Background: an optimization exercise with open tools, aiming at small area, a short achievable clock period and few clock cycles per item. Do not read the settings as production practice. Only simulation tests tie the RTL to the original design; equivalence was not proved. No activity file was given, so power comes from the tool's default toggle rates.

==> inputs of job 9085 <==
Design assoc_read_cache, start of the top module:
module assoc_read_cache
#(
  parameter int unsigned LINE_SIZE   = 32,
  parameter int unsigned WAYS_LOG2   = 1,
  parameter int unsigned INDEX_DEPTH = 4,
  parameter int unsigned OFFSET_SIZE = 2
) (
  input  logic                 clk,
  input  logic                 reset,
  input  logic                 req_valid,
  input  logic [LINE_SIZE-1:0] address,
  input  logic                 flush,
  output logic [LINE_SIZE-1:0] data,
  output logic                 busywait,
  output logic                 mem_read,
  output logic [LINE_SIZE-1:0] mem_address,
  input  logic [LINE_SIZE-1:0] mem_readdata,
  input  logic                 mem_busywait
);
export LEC_CHECK = 0
export CAP_MARGIN = 20
export CORE_MARGIN = 2
export CORE_UTILIZATION = 45
export SLEW_MARGIN = 20
export SYNTH_HIERARCHICAL = 1
export SYNTH_MINIMUM_KEEP_SIZE = 0
create_clock -name core_clock -period 13.0 [get_ports {clk}]
standard.sh (not shown) runs the stock make flow with config.mk's settings and CLKGATE_MAP_FILE= SYNTH_SCRIPT=/design/flow/synth_recipe.tcl, a recipe that flattens the netlist after the stock synthesis.
==> flow/flow/run.sh <==
#!/bin/bash
# Standard ORFS layout (the standard.sh, standard synthesis unchanged), with:
#  - a clock tree of clkbuf_16 sink clusters without dummy loads (far fewer clock buffers).
set -euo pipefail
bash standard.sh \
  SETUP_SLACK_MARGIN=7 \
  TNS_END_PERCENT=100 \
  MATCH_CELL_FOOTPRINT=0 \
  "CTS_ARGS=-sink_clustering_enable -repair_clock_nets -dont_use_dummy_load -sink_clustering_size 24 -sink_clustering_max_diameter 80 -buf_list sky130_fd_sc_hd__clkbuf_16" \
  finish > orfs_make.log 2>&1
==> job 3803 (differences from job 9085) <==
--- a/flow/design.v
+++ b/flow/design.v
@@ -87,13 +87,13 @@
   logic [SETS-1:0]        a_set_oh;
   assign a_line = address[LINE_SIZE-1 -: LA];
   assign a_set  = address[cache_pkg::index_lsb(OFFSET_SIZE) +: INDEX_DEPTH];
   assign a_w    = address[cache_pkg::BYTE_SEL_BITS +: OFFSET_SIZE];
   always_comb for (int s = 0; s < SETS; s++) a_set_oh[s] = (a_set == s);
   logic [LA-1:0]          cand_line;
-  logic                   cand_v, cand_hit, cand_way;
+  logic                   cand_v, cand_hit;
   logic [SETS-1:0]        cand_set_oh;
   logic [ENTRIES-1:0]     p1_oh;
   logic [1:0]             c_fb;
   logic [LA-1:0]          nxt_line;
   logic [SETS-1:0]        nxt_set_oh;
   logic                   nxt_v, nxt_miss;
@@ -261,45 +261,53 @@
       end
     if (alloc) fb_tag[al_fb] <= al_line[LA-1 -: TAG_SIZE];
   end
   logic [LA-1:0] a_line_inc, nxt_line_inc;
   assign a_line_inc   = a_line + 1'b1;
   assign nxt_line_inc = nxt_line + 1'b1;
-  logic [EB-1:0]      lk_entry;
-  logic [1:0]         lk_fb;
-  logic [IB-1:0]      lk_pos;
-  assign lk_entry = {a_set, lkA_way};
-  always_comb
-    for (int x = 0; x < 2; x++) lk_fb[x] = fb_busy[x] && !wb[x] && (fb_entry[x] == lk_entry);
+  logic [1:0]            lk_fb0, lk_fb1, lk_fb;
+  logic [IB-1:0]         lk_pos;
+  logic [ENTRIES+1:0]    lk_next0, lk_next1, lk_next;
   assign lk_pos = a_set + rot + 1'b1;
+  always_comb begin
+    for (int x = 0; x < 2; x++) begin
+      lk_fb0[x] = fb_busy[x] && !wb[x] && (fb_entry[x] == {a_set, 1'b0});
+      lk_fb1[x] = fb_busy[x] && !wb[x] && (fb_entry[x] == {a_set, 1'b1});
+    end
+    lk_next0 = '0;
+    lk_next1 = '0;
+    for (int q = 0; q < SETS; q++) begin
+      lk_next0[q]      = (lk_fb0 == '0) && (lk_pos == q);
+      lk_next1[SETS+q] = (lk_fb1 == '0) && (lk_pos == q);
+    end
+    lk_next0[ENTRIES +: 2] = lk_fb0;
+    lk_next1[ENTRIES +: 2] = lk_fb1;
+  end
+  pick2 #(.W(ENTRIES + 2)) u_lk_pick (
+    .sel (lkA_way),
+    .a0  (lk_next0),
+    .a1  (lk_next1),
+    .y   (lk_next)
+  );
+  assign lk_fb = lk_next[ENTRIES +: 2];
   always_ff @(posedge clk or negedge reset) begin
     if (!reset) begin
       for (int s = 0; s < SETS; s++) begin
         valid[s]  <= '0;
         rr_ptr[s] <= 1'b0;
       end
       rot         <= '0;
       fb_busy     <= '0;
       fb_pend     <= '0;
       fb_cur      <= 1'b0;
-      fb_entry[0] <= '0;
-      fb_entry[1] <= '0;
-      cand_line   <= '0;
       cand_v      <= 1'b0;
       cand_hit    <= 1'b0;
-      cand_way    <= 1'b0;
-      cand_set_oh <= SETS'(1);
-      p1_oh       <= '0;
       c_fb        <= '0;
-      nxt_line    <= '0;
-      nxt_set_oh  <= SETS'(1);
       nxt_v       <= 1'b0;
       nxt_miss    <= 1'b0;
-      fill_line   <= '0;
       fetched     <= '1;
-      crit        <= '0;
     end else begin
       rot <= rot + 1'b1;
       for (int s = 0; s < SETS; s++) begin
         if (flush) valid[s] <= '0;
         if (alloc && al_set_oh[s]) begin
           valid[s][victim] <= 1'b1;
@@ -312,72 +320,71 @@
           fb_pend[x] <= 1'b0;
         end
       if (alloc) begin
         fb_cur             <= al_fb;
         fb_busy[al_fb]     <= 1'b1;
         fb_pend[al_fb]     <= 1'b0;
-        fb_entry[al_fb]    <= al_entry;
         if (fb_entry[!al_fb] == al_entry) begin
           fb_busy[!al_fb] <= 1'b0;
           fb_pend[!al_fb] <= 1'b0;
         end
       end
       if (alloc) begin
-        fill_line <= al_line;
-        crit      <= a_w;
         fetched   <= mem_busywait ? '0 : WORDS'(1) << a_w;
       end else if (active && !mem_busywait) begin
         fetched[mw] <= 1'b1;
         if ((fetched | (WORDS'(1) << mw)) == '1) fb_pend[fb_cur] <= 1'b1;
       end
       nxt_v    <= cand_v;
       nxt_miss <= lkB_miss || flush;
       if (req_valid && !m_c) begin
         nxt_v  <= 1'b0;
         cand_v <= 1'b1;
-        if (m_n) begin
-          cand_line   <= nxt_line;
-          cand_set_oh <= nxt_set_oh;
-          cand_hit    <= alloc;
-          cand_way    <= victim;
-          nxt_line    <= nxt_line_inc;
-          nxt_set_oh  <= {nxt_set_oh[SETS-2:0], nxt_set_oh[SETS-1]};
-        end else begin
-          cand_line   <= a_line;
-          cand_set_oh <= a_set_oh;
-          cand_hit    <= lkA_hit;
-          cand_way    <= lkA_way;
-          nxt_line    <= a_line_inc;
-          nxt_set_oh  <= {a_set_oh[SETS-2:0], a_set_oh[SETS-1]};
-        end
+        cand_hit <= m_n ? alloc : lkA_hit;
       end else if (alloc) begin
         cand_hit <= 1'b1;
-        cand_way <= victim;
       end else if (flush && !req_valid) begin
         cand_hit <= 1'b0;
       end
-      if (alloc) begin
-        p1_oh <= '0;
-        c_fb  <= 2'b01 << al_fb;
-      end else if (req_valid && !m_c && !m_n) begin
-        c_fb <= lk_fb;
-        for (int w = 0; w < 2; w++)
-          for (int q = 0; q < SETS; q++)
-            p1_oh[w*SETS+q] <= (lk_fb == '0) && (lkA_way == w) && (lk_pos == q);
-      end else if (c_fb[0] && wb[0]) begin
-        c_fb <= '0;
-        for (int w = 0; w < 2; w++)
-          for (int q = 0; q < SETS; q++) p1_oh[w*SETS+q] <= (fb_entry[0][0] == w) && (wb_pos[0] == q);
-      end else if (c_fb[1] && wb[1]) begin
-        c_fb <= '0;
-        for (int w = 0; w < 2; w++)
-          for (int q = 0; q < SETS; q++) p1_oh[w*SETS+q] <= (fb_entry[1][0] == w) && (wb_pos[1] == q);
+      if (alloc)                                  c_fb <= 2'b01 << al_fb;
+      else if (req_valid && !m_c && !m_n)         c_fb <= lk_fb;
+      else if ((c_fb[0] && wb[0]) || (c_fb[1] && wb[1])) c_fb <= '0;
+    end
+  end
+  always_ff @(posedge clk) begin
+    if (alloc) begin
+      fill_line       <= al_line;
+      crit            <= a_w;
+      fb_entry[al_fb] <= al_entry;
+    end
+    if (req_valid && !m_c) begin
+      if (m_n) begin
+        cand_line   <= nxt_line;
+        cand_set_oh <= nxt_set_oh;
+        nxt_line    <= nxt_line_inc;
+        nxt_set_oh  <= {nxt_set_oh[SETS-2:0], nxt_set_oh[SETS-1]};
       end else begin
-        p1_oh <= {p1_oh[2*SETS-2:SETS], p1_oh[2*SETS-1], p1_oh[SETS-2:0], p1_oh[SETS-1]};
+        cand_line   <= a_line;
+        cand_set_oh <= a_set_oh;
+        nxt_line    <= a_line_inc;
+        nxt_set_oh  <= {a_set_oh[SETS-2:0], a_set_oh[SETS-1]};
       end
     end
+    if (alloc) begin
+      p1_oh <= '0;
+    end else if (req_valid && !m_c && !m_n) begin
+      p1_oh <= lk_next[ENTRIES-1:0];
+    end else if (c_fb[0] && wb[0]) begin
+      for (int w = 0; w < 2; w++)
+        for (int q = 0; q < SETS; q++) p1_oh[w*SETS+q] <= (fb_entry[0][0] == w) && (wb_pos[0] == q);
+    end else if (c_fb[1] && wb[1]) begin
+      for (int w = 0; w < 2; w++)
+        for (int q = 0; q < SETS; q++) p1_oh[w*SETS+q] <= (fb_entry[1][0] == w) && (wb_pos[1] == q);
+    end else begin
+      p1_oh <= {p1_oh[2*SETS-2:SETS], p1_oh[2*SETS-1], p1_oh[SETS-2:0], p1_oh[SETS-1]};
+    end
   end
 endmodule
 module req_decode
 #(
   parameter int unsigned LA    = 28,
   parameter int unsigned WORDS = 4,
@@ -429,6 +436,17 @@
   logic [LINE_SIZE-1:0] w_out [0:WORDS-1];
   always_comb
     for (int k = 0; k < WORDS; k++)
       w_out[k] = ok_w[k] ? line[k*LINE_SIZE +: LINE_SIZE] : memword;
   assign data = on_c ? w_out[a_w] : memword;
 endmodule
+module pick2
+#(
+  parameter int unsigned W = 1
+) (
+  input  logic         sel,
+  input  logic [W-1:0] a0,
+  input  logic [W-1:0] a1,
+  output logic [W-1:0] y
+);
+  assign y = sel ? a1 : a0;
+endmodule
==> flow/flow/run.sh (replaced) <==
#!/bin/bash
# Standard ORFS layout (the standard.sh, standard synthesis unchanged), with:
#  - a clock tree of clkbuf_16 sink clusters without dummy loads (far fewer clock buffers).
set -euo pipefail
bash standard.sh \
  SETUP_SLACK_MARGIN=6.3 \
  TNS_END_PERCENT=100 \
  MATCH_CELL_FOOTPRINT=0 \
  "CTS_ARGS=-sink_clustering_enable -repair_clock_nets -dont_use_dummy_load -sink_clustering_size 26 -sink_clustering_max_diameter 80 -buf_list sky130_fd_sc_hd__clkbuf_16" \
  finish > orfs_make.log 2>&1
Settings changed: CORE_UTILIZATION 45 to 62.
==> summary.txt <==
Between job 3803 and job 9085, the lower critical path depth is in job 9085 (gap 3). Of job 3803 and job 9085, job 3803 has the higher setup slack (gap 0.087 ns). Against job 3803, the first-iteration DRC count of job 9085 is smaller by 1.7%. Against job 3803, the register-to-register slack of job 9085 is better by 0.63 ns. In job 9085 the final cell count is larger than in job 3803, by 10%. In job 9085 the flip-flop and latch count is higher than in job 3803, by 2. Synthesized cell count: job 3803 is lower than job 9085 (2.0%).
==> figures <==
                                                                                   job 9085        job 3803
Share of synthesized cell area in full adder, half adder and majority cells         0.1596%         0.1543%
Crit path max fanout                                                                      7               5
Flip-flop and latch share of the layout cell area                                    60.06%          62.30%
Met1 WL                                                                           251000 µm       233600 µm
Result of the run                                                            finished clean  finished clean
Total clock buffers created by CTS                                                      268             233
Switching part of the total power                                                    25.91%          26.08%
Final cell count without fillers                                                     18.50k          16.81k
Total leakage power                                                              0.07022 µW      0.06731 µW
Via-to-Cell Ratio                                                                     6.624           7.133
Post-detailed-placement cell area                                                0.1729 mm²      0.1701 mm²
Post-synthesis compound-gate area fraction                                           16.95%          16.51%
Crit path to                                                                       data[13]         data[2]
Post-Synthesis Cells                                                                 13.66k          13.38k
Post-layout net count                                                                13.73k          13.34k
Testbench counts of job 9085, summed over its fixed seeds: cycles 44,362, items 24,000.
Testbench counts of job 3803, summed over its fixed seeds: cycles 44,362, items 24,000.

[static timing again, ports no longer ideal]
Ports are ideal in the flow. The routed layouts listed here were re-timed in OpenROAD. Step 1 sets driving cells, clkbuf_16 on the clock port and buf_2 on the other inputs (assumed; they add their load-dependent delay and slew). Step 2 moves the port delays by t, midway between the first and last clock arrival at a register: inputs arrive t later, outputs are due t later. That takes back most of the time a late clock gives input paths. Slacks: ideal / step 1 / step 2; pairs: ideal / step 1.
| run | t, ns | slack for setup (ns) | worst setup path at the end |
|---|---|---|---|
| job 9085 | 1.034 | 5.974 / 5.928 / 5.079 | input to register |
| job 3803 | 1.048 | 6.061 / 5.950 / 5.268 | input to register |
After both steps every run listed still meets setup and hold. The setup slack of job 9085, which loses most, moves by -0.046 ns with the drivers and by -0.895 ns with both steps.
